Source: an optimization exercise on an open RTL-to-GDS flow (aim: small area). Production flows keep margins and buffers that such runs may drop.
In this exercise RTL edits were held to simulation tests only and were not proved equivalent to the original.
No activity file was given, so power comes from the tool's default toggle rates.

Design regfile_multiport, start of the top module:
module regfile_multiport
#(
  parameter int DATA_W  = regfile_pkg::DATA_W_DEF,
  parameter int ADDR_W  = regfile_pkg::ADDR_W_DEF,
  parameter int NUM_RD  = regfile_pkg::NUM_RD_DEF
) (
  input  logic                     clk,
  input  logic                     reset_n,
  input  logic [NUM_RD-1:0]        rd_en,
  input  logic [NUM_RD*ADDR_W-1:0] rd_addr,
  output logic [NUM_RD*DATA_W-1:0] rd_data,
  output logic [NUM_RD-1:0]        rd_valid,
  input  logic                     wr_en,
  input  logic [ADDR_W-1:0]        wr_addr,
  input  logic [DATA_W-1:0]        wr_data,
  input  logic                     clr_req,
  output logic                     busy
);
Size: roughly 3,400 cells after synthesis.
export LEC_CHECK = 0
export CAP_MARGIN = 20
export CORE_MARGIN = 2
export CORE_UTILIZATION = 40
export GPL_ROUTABILITY_DRIVEN = 0
export PLACE_DENSITY = 0.82
export SLEW_MARGIN = 20
export SYNTH_HIERARCHICAL = 1
export SYNTH_MINIMUM_KEEP_SIZE = 0
export BUFFER_PORTS_ARGS = -buffer_cell sky130_fd_sc_hd__buf_1
export CTS_ARGS = -sink_clustering_enable -repair_clock_nets -dont_use_dummy_load -buf_list "sky130_fd_sc_hd__clkbuf_4" -root_buf sky130_fd_sc_hd__clkbuf_16 -sink_clustering_size 10 -sink_clustering_max_diameter 40
create_clock -name core_clock -period 5.0 [get_ports {clk}]
standard.sh (not shown) runs the stock make flow with config.mk's settings and CLKGATE_MAP_FILE= SYNTH_SCRIPT=/design/flow/synth_recipe.tcl, a recipe that flattens the netlist after the stock synthesis.
==> flow/flow/run.sh <==
#!/bin/bash
# Standard ORFS layout with two changes: port buffers use the smallest
# buffer cell, and clock tree synthesis uses small leaf buffers over small
# sink clusters and inserts no dummy loads.
set -euo pipefail
cat >> config.mk <<'EOC'
export BUFFER_PORTS_ARGS = -buffer_cell sky130_fd_sc_hd__buf_1
export CTS_ARGS = -sink_clustering_enable -repair_clock_nets -dont_use_dummy_load -buf_list "sky130_fd_sc_hd__clkbuf_4" -root_buf sky130_fd_sc_hd__clkbuf_16 -sink_clustering_size 10 -sink_clustering_max_diameter 40
EOC
bash standard.sh > standard.log 2>&1
Edit:
==> flow/flow/run.sh (replaced) <==
#!/bin/bash
# Standard ORFS layout with two changes: port buffers use the smallest
# buffer cell, and clock tree synthesis builds larger sink clusters and
# inserts no dummy loads.
set -euo pipefail
cat >> config.mk <<'EOC'
export BUFFER_PORTS_ARGS = -buffer_cell sky130_fd_sc_hd__buf_1
export CTS_ARGS = -sink_clustering_enable -repair_clock_nets -dont_use_dummy_load -buf_list "sky130_fd_sc_hd__clkbuf_8 sky130_fd_sc_hd__clkbuf_16" -sink_clustering_size 30 -sink_clustering_max_diameter 80
EOC
bash standard.sh > standard.log 2>&1
Settings changed: CORE_UTILIZATION 40 to 45, CTS_ARGS -sink_clustering_enable -repair_clock_nets -dont_use_dummy_load -buf_list "sky130_fd_sc_hd__clkbuf_4" -root_buf sky130_fd_sc_hd__clkbuf_16 -sink_clustering_size 10 -sink_clustering_max_diameter 40 to -sink_clustering_enable -repair_clock_nets -dont_use_dummy_load -buf_list "sky130_fd_sc_hd__clkbuf_8 sky130_fd_sc_hd__clkbuf_16" -sink_clustering_size 30 -sink_clustering_max_diameter 80, GPL_ROUTABILITY_DRIVEN 0 to default, PLACE_DENSITY 0.82 to default, SETUP_SLACK_MARGIN from default to 0.15.
What happened:
- The new run completed with no timing, DRC or antenna violations
- design area rises by 0.44%
- global-route usage grows by 12 points
- via count rose by 0.65%
- fmax shrinks by about 1.7%
- worst setup slack got worse by 0.076 ns
- power goes up by about 3.2%
- hold slack gains 0.044 ns
- area after synthesis stays the same
- wire length climbs by 20%
- count of clock-buffer cells in the layout falls by 87
- die area shrinks by about 11%
Edit:
==> flow/flow/run.sh (replaced) <==
#!/bin/bash
# Standard ORFS layout with two changes: port buffers use the smallest
# buffer cell, and clock tree synthesis uses small leaf buffers over small
# sink clusters and inserts no dummy loads.
set -euo pipefail
cat >> config.mk <<'EOC'
export BUFFER_PORTS_ARGS = -buffer_cell sky130_fd_sc_hd__buf_1
export CTS_ARGS = -sink_clustering_enable -repair_clock_nets -dont_use_dummy_load -buf_list "sky130_fd_sc_hd__clkbuf_4" -root_buf sky130_fd_sc_hd__clkbuf_16 -sink_clustering_size 10 -sink_clustering_max_diameter 40
EOC
bash standard.sh > standard.log 2>&1
Settings changed: CORE_UTILIZATION 45 to 40, CTS_ARGS -sink_clustering_enable -repair_clock_nets -dont_use_dummy_load -buf_list "sky130_fd_sc_hd__clkbuf_8 sky130_fd_sc_hd__clkbuf_16" -sink_clustering_size 30 -sink_clustering_max_diameter 80 to -sink_clustering_enable -repair_clock_nets -dont_use_dummy_load -buf_list "sky130_fd_sc_hd__clkbuf_4" -root_buf sky130_fd_sc_hd__clkbuf_16 -sink_clustering_size 10 -sink_clustering_max_diameter 40, PLACE_DENSITY from default to 0.72, SETUP_SLACK_MARGIN 0.15 to default.
What happened:
- combinational power barely changes
- power falls by a few percent
- count of clock-buffer cells in the layout went up by 90
- setup slack gets better by 0.16 ns
- die area came out higher by roughly a tenth
Edit:
==> flow/flow/run.sh (replaced) <==
#!/bin/bash
# Standard ORFS layout with two changes: port buffers use the smallest
# buffer cell, and clock tree synthesis builds larger sink clusters and
# inserts no dummy loads.
set -euo pipefail
cat >> config.mk <<'EOC'
export BUFFER_PORTS_ARGS = -buffer_cell sky130_fd_sc_hd__buf_1
export CTS_ARGS = -sink_clustering_enable -repair_clock_nets -dont_use_dummy_load -buf_list "sky130_fd_sc_hd__clkbuf_8 sky130_fd_sc_hd__clkbuf_16" -sink_clustering_size 30 -sink_clustering_max_diameter 80
EOC
bash standard.sh > standard.log 2>&1
Settings changed: CORE_UTILIZATION 40 to 44, CTS_ARGS -sink_clustering_enable -repair_clock_nets -dont_use_dummy_load -buf_list "sky130_fd_sc_hd__clkbuf_4" -root_buf sky130_fd_sc_hd__clkbuf_16 -sink_clustering_size 10 -sink_clustering_max_diameter 40 to -sink_clustering_enable -repair_clock_nets -dont_use_dummy_load -buf_list "sky130_fd_sc_hd__clkbuf_8 sky130_fd_sc_hd__clkbuf_16" -sink_clustering_size 30 -sink_clustering_max_diameter 80, GPL_ROUTABILITY_DRIVEN from default to 0, SETUP_SLACK_MARGIN from default to 0.1.
After rerunning:
- area after synthesis does not change
- clock skew drops by 0.036 ns
- die area falls by 9.0%
- power grows by 0.49%

Setup of job 3794:
regfile_multiport again, from the RTL that the note above started with.
// regfile_multiport
module regfile_multiport
#(
  parameter int DATA_W  = regfile_pkg::DATA_W_DEF,
  parameter int ADDR_W  = regfile_pkg::ADDR_W_DEF,
  parameter int NUM_RD  = regfile_pkg::NUM_RD_DEF
) (
  input  logic                     clk,
  input  logic                     reset_n,
  input  logic [NUM_RD-1:0]        rd_en,
  input  logic [NUM_RD*ADDR_W-1:0] rd_addr,
  output logic [NUM_RD*DATA_W-1:0] rd_data,
  output logic [NUM_RD-1:0]        rd_valid,
  input  logic                     wr_en,
  input  logic [ADDR_W-1:0]        wr_addr,
  input  logic [DATA_W-1:0]        wr_data,
  input  logic                     clr_req,
  output logic                     busy
);
==> flow/config.mk <==
export PLATFORM = sky130hd
export DESIGN_NAME = regfile_multiport
export DESIGN_NICKNAME = regfile_multiport
export VERILOG_FILES = /design/flow/design.v
export SDC_FILE = /design/flow/constraint.sdc
export NUM_CORES = 4
export LEC_CHECK = 0
export CAP_MARGIN = 20
export CORE_MARGIN = 2
export CORE_UTILIZATION = 40
export GPL_ROUTABILITY_DRIVEN = 0
export SLEW_MARGIN = 20
export SYNTH_HIERARCHICAL = 1
export SYNTH_MINIMUM_KEEP_SIZE = 0
export BUFFER_PORTS_ARGS = -buffer_cell sky130_fd_sc_hd__buf_1
export CTS_ARGS = -sink_clustering_enable -repair_clock_nets -dont_use_dummy_load -buf_list "sky130_fd_sc_hd__clkbuf_8 sky130_fd_sc_hd__clkbuf_16" -sink_clustering_size 30 -sink_clustering_max_diameter 80
==> flow/constraint.sdc <==
create_clock -name core_clock -period 5.0 [get_ports {clk}]
set_input_delay 1.0000 -clock core_clock [delete_from_list [all_inputs] [get_ports {clk}]]
set_output_delay 1.0000 -clock core_clock [all_outputs]
set_load 0.01 [all_outputs]
==> flow/flow/run.sh <==
#!/bin/bash
# Standard ORFS layout with two changes: port buffers use the smallest
# buffer cell, and clock tree synthesis builds larger sink clusters and
# inserts no dummy loads.
set -euo pipefail
cat >> config.mk <<'EOC'
export BUFFER_PORTS_ARGS = -buffer_cell sky130_fd_sc_hd__buf_1
export CTS_ARGS = -sink_clustering_enable -repair_clock_nets -dont_use_dummy_load -buf_list "sky130_fd_sc_hd__clkbuf_8 sky130_fd_sc_hd__clkbuf_16" -sink_clustering_size 30 -sink_clustering_max_diameter 80
EOC
bash standard.sh > standard.log 2>&1
## Diff of input files: job 3069 against job 3794
Settings: CTS_ARGS: -sink_clustering_enable -repair_clock_nets -dont_use_dummy_load -buf_list "sky130_fd_sc_hd__clkbuf_8 sky130_fd_sc_hd__clkbuf_16" -sink_clustering_size 30 -sink_clustering_max_diameter 80 -> unset; GPL_ROUTABILITY_DRIVEN: 0 -> unset; BUFFER_PORTS_ARGS: -buffer_cell sky130_fd_sc_hd__buf_1 -> unset.
==> flow/run.sh (new file) <==
#!/bin/bash
# synth_recipe.tcl (not shown) runs the flow's synth.tcl, then flattens the netlist and writes it again
# the make line also repeats each setting of config.mk as NAME=value (left out here)
make -C /OpenROAD-flow-scripts/flow DESIGN_CONFIG=/design/flow/config.mk WORK_HOME=/design/flow/orfs CLKGATE_MAP_FILE= SYNTH_SCRIPT=/design/flow/synth_recipe.tcl finish
removed: flow/flow/run.sh
removed: flow/standard.sh
[summary]
- Against job 3794 as the reference, job 3069 delivers a higher via count of the first global-routing pass.
- Job 3069 vs job 3794 — pin count of the biggest net entering global routing dropped by more than half
- Against job 3794 as the reference, job 3069 delivers a higher total wire length after detailed routing.
- Number of buffers inserted during clock tree synthesis, job 3069 and job 3794: higher on job 3069
- Going from job 3794 to job 3069, count of non-CTS buffers in the layout grew by more than 10%.
- Cell area power density (higher): job 3069
Setup changes, job 3069 to job 8373
Settings: a change of CORE_UTILIZATION from 40 to 48; an added SETUP_SLACK_MARGIN of 0.15; an added BUFFER_PORTS_ARGS of -buffer_cell sky130_fd_sc_hd__buf_1; an added CTS_ARGS of -sink_clustering_enable -repair_clock_nets -dont_use_dummy_load -buf_list "sky130_fd_sc_hd__clkbuf_8 sky130_fd_sc_hd__clkbuf_16" -sink_clustering_size 30 -sink_clustering_max_diameter 80.
==> flow/flow/run.sh (new file) <==
#!/bin/bash
# Standard ORFS layout with two changes: port buffers use the smallest
# buffer cell, and clock tree synthesis builds larger sink clusters and
# inserts no dummy loads.
set -euo pipefail
cat >> config.mk <<'EOC'
export BUFFER_PORTS_ARGS = -buffer_cell sky130_fd_sc_hd__buf_1
export CTS_ARGS = -sink_clustering_enable -repair_clock_nets -dont_use_dummy_load -buf_list "sky130_fd_sc_hd__clkbuf_8 sky130_fd_sc_hd__clkbuf_16" -sink_clustering_size 30 -sink_clustering_max_diameter 80
EOC
bash standard.sh > standard.log 2>&1
==> flow/standard.sh (new file) <==
#!/bin/bash
# synth_recipe.tcl (not shown) runs the flow's synth.tcl, then flattens the netlist and writes it again
# the make line also repeats each setting of config.mk as NAME=value (left out here)
make -C /OpenROAD-flow-scripts/flow DESIGN_CONFIG=/design/flow/config.mk WORK_HOME=/design/flow/orfs CLKGATE_MAP_FILE= SYNTH_SCRIPT=/design/flow/synth_recipe.tcl "${@:-finish}"
removed: flow/run.sh
Results
- Delta(power share of the clock group, job 8373 - job 3069) < 0
- Setup slack: job 8373 less than job 3069
- From job 3069 to job 8373 the numbers moved as follows: total of plain and repair buffers excluding clock buffers lower, fmax went down.
- Sequential fraction of total cell area in job 8373 is 3.9 points above job 3069.
- Looking at count of clock-buffer cells in the layout across job 8373 and job 3069, the one that comes out lower is job 8373.
- Post-layout instance area, job 8373 and job 3069: larger value in job 3069
- Of job 8373 and job 3069, it is job 8373 that has the higher proportion of cell area occupied by multi-input gates.
Input changes introduced in job 6510 (baseline for comparison: job 8373):
Settings: setting GPL_ROUTABILITY_DRIVEN to 0 for the first time; changing CTS_ARGS from -sink_clustering_enable -repair_clock_nets -dont_use_dummy_load -buf_list "sky130_fd_sc_hd__clkbuf_8 sky130_fd_sc_hd__clkbuf_16" -sink_clustering_size 30 -sink_clustering_max_diameter 80 to -sink_clustering_enable -repair_clock_nets -dont_use_dummy_load -buf_list "sky130_fd_sc_hd__clkbuf_4" -root_buf sky130_fd_sc_hd__clkbuf_16 -sink_clustering_size 10 -sink_clustering_max_diameter 40; setting PLACE_DENSITY to 0.72 for the first time; removing SETUP_SLACK_MARGIN (formerly 0.15); changing CORE_UTILIZATION from 48 to 40.
==> flow/flow/run.sh <==
#!/bin/bash
# Standard ORFS layout with two changes: port buffers use the smallest
# buffer cell, and clock tree synthesis uses small leaf buffers over small
# sink clusters and inserts no dummy loads.
set -euo pipefail
cat >> config.mk <<'EOC'
export BUFFER_PORTS_ARGS = -buffer_cell sky130_fd_sc_hd__buf_1
export CTS_ARGS = -sink_clustering_enable -repair_clock_nets -dont_use_dummy_load -buf_list "sky130_fd_sc_hd__clkbuf_4" -root_buf sky130_fd_sc_hd__clkbuf_16 -sink_clustering_size 10 -sink_clustering_max_diameter 40
EOC
bash standard.sh > standard.log 2>&1
Notes after the runs:
Relative to job 8373, the overall power measured on job 6510 has decreased by a few percent.
Compared with job 8373, in job 6510 aggregate routed wire length down 15%, clock skew up 0.012 ns, via-per-instance ratio dropped about 8%, global-route wire length before repair now sits lower, sequential power barely changed.
Input changes introduced in job 3147 (baseline for comparison: job 6510):
Settings: clearing GPL_ROUTABILITY_DRIVEN, which used to be 0; clearing PLACE_DENSITY, which used to be 0.72; swapping -sink_clustering_enable -repair_clock_nets -dont_use_dummy_load -buf_list "sky130_fd_sc_hd__clkbuf_4" -root_buf sky130_fd_sc_hd__clkbuf_16 -sink_clustering_size 10 -sink_clustering_max_diameter 40 for -sink_clustering_enable -repair_clock_nets -dont_use_dummy_load -buf_list "sky130_fd_sc_hd__clkbuf_4 sky130_fd_sc_hd__clkbuf_8 sky130_fd_sc_hd__clkbuf_16" in CTS_ARGS.
==> flow/flow/run.sh <==
#!/bin/bash
# Standard ORFS layout with two changes: port buffers use the smallest
# buffer cell, and clock tree synthesis inserts no dummy loads.
set -euo pipefail
cat >> config.mk <<'EOC'
export BUFFER_PORTS_ARGS = -buffer_cell sky130_fd_sc_hd__buf_1
export CTS_ARGS = -sink_clustering_enable -repair_clock_nets -dont_use_dummy_load -buf_list "sky130_fd_sc_hd__clkbuf_4 sky130_fd_sc_hd__clkbuf_8 sky130_fd_sc_hd__clkbuf_16"
EOC
bash standard.sh > standard.log 2>&1
Notes after the runs:
Compared job 3147 vs job 6510, and multi-input gate share of the layout cell area is down in job 3147. Diff job 6510 -> job 3147: layout overhead on the synthesized area higher, worst hold slack went up, count of clock-net buffers in the final layout shrank by about 19%.

## static timing again, ports no longer ideal
The results above use ideal ports. As a check the final layouts listed here were re-extracted and re-timed, cells and wires unchanged. Step 1, drivers: a clkbuf_16 drives clk and a buf_2 each remaining input, both assumed. Step 2 moves the port delays by t, midway between the first and last clock arrival at a register: inputs arrive t later, outputs are due t later. That takes back most of the time a late clock gives input paths. a / b / c = no drivers / after step 1 / after step 2; a / b = the first two.
run	t (ns)	setup slack, ns	worst setup path at the end	worst register clock-pin slew, ns
the first run of note 1	0.764	0.555 / 0.555 / 0.194	input to register	0.12 / 0.12
the second run of note 1	0.742	0.479 / 0.479 / -0.069	input to register	0.12 / 0.12
the third run of note 1	0.801	0.641 / 0.641 / -0.026	input to register	0.12 / 0.12
the fourth run of note 1	0.701	0.168 / 0.167 / 0.129	input to register	0.12 / 0.12
job 3794	0.736	0.410 / 0.410 / 0.101	input to register	0.12 / 0.12
job 3069	0.784	0.414 / 0.414 / -0.152	input to register	0.07 / 0.07
job 8373	0.718	0.365 / 0.365 / -0.088	input to register	0.12 / 0.12
job 6510	0.803	0.534 / 0.534 / 0.340	input to register	0.12 / 0.12
job 3147	0.744	0.448 / 0.448 / 0.127	input to register	0.07 / 0.07
Met with ideal ports but missed after step 2: setup timing in the second run of note 1, the third run of note 1, job 3069 and job 8373. The setup slack of the third run of note 1, which loses most, moves by 0.000 ns with the drivers and by -0.667 ns with both steps.
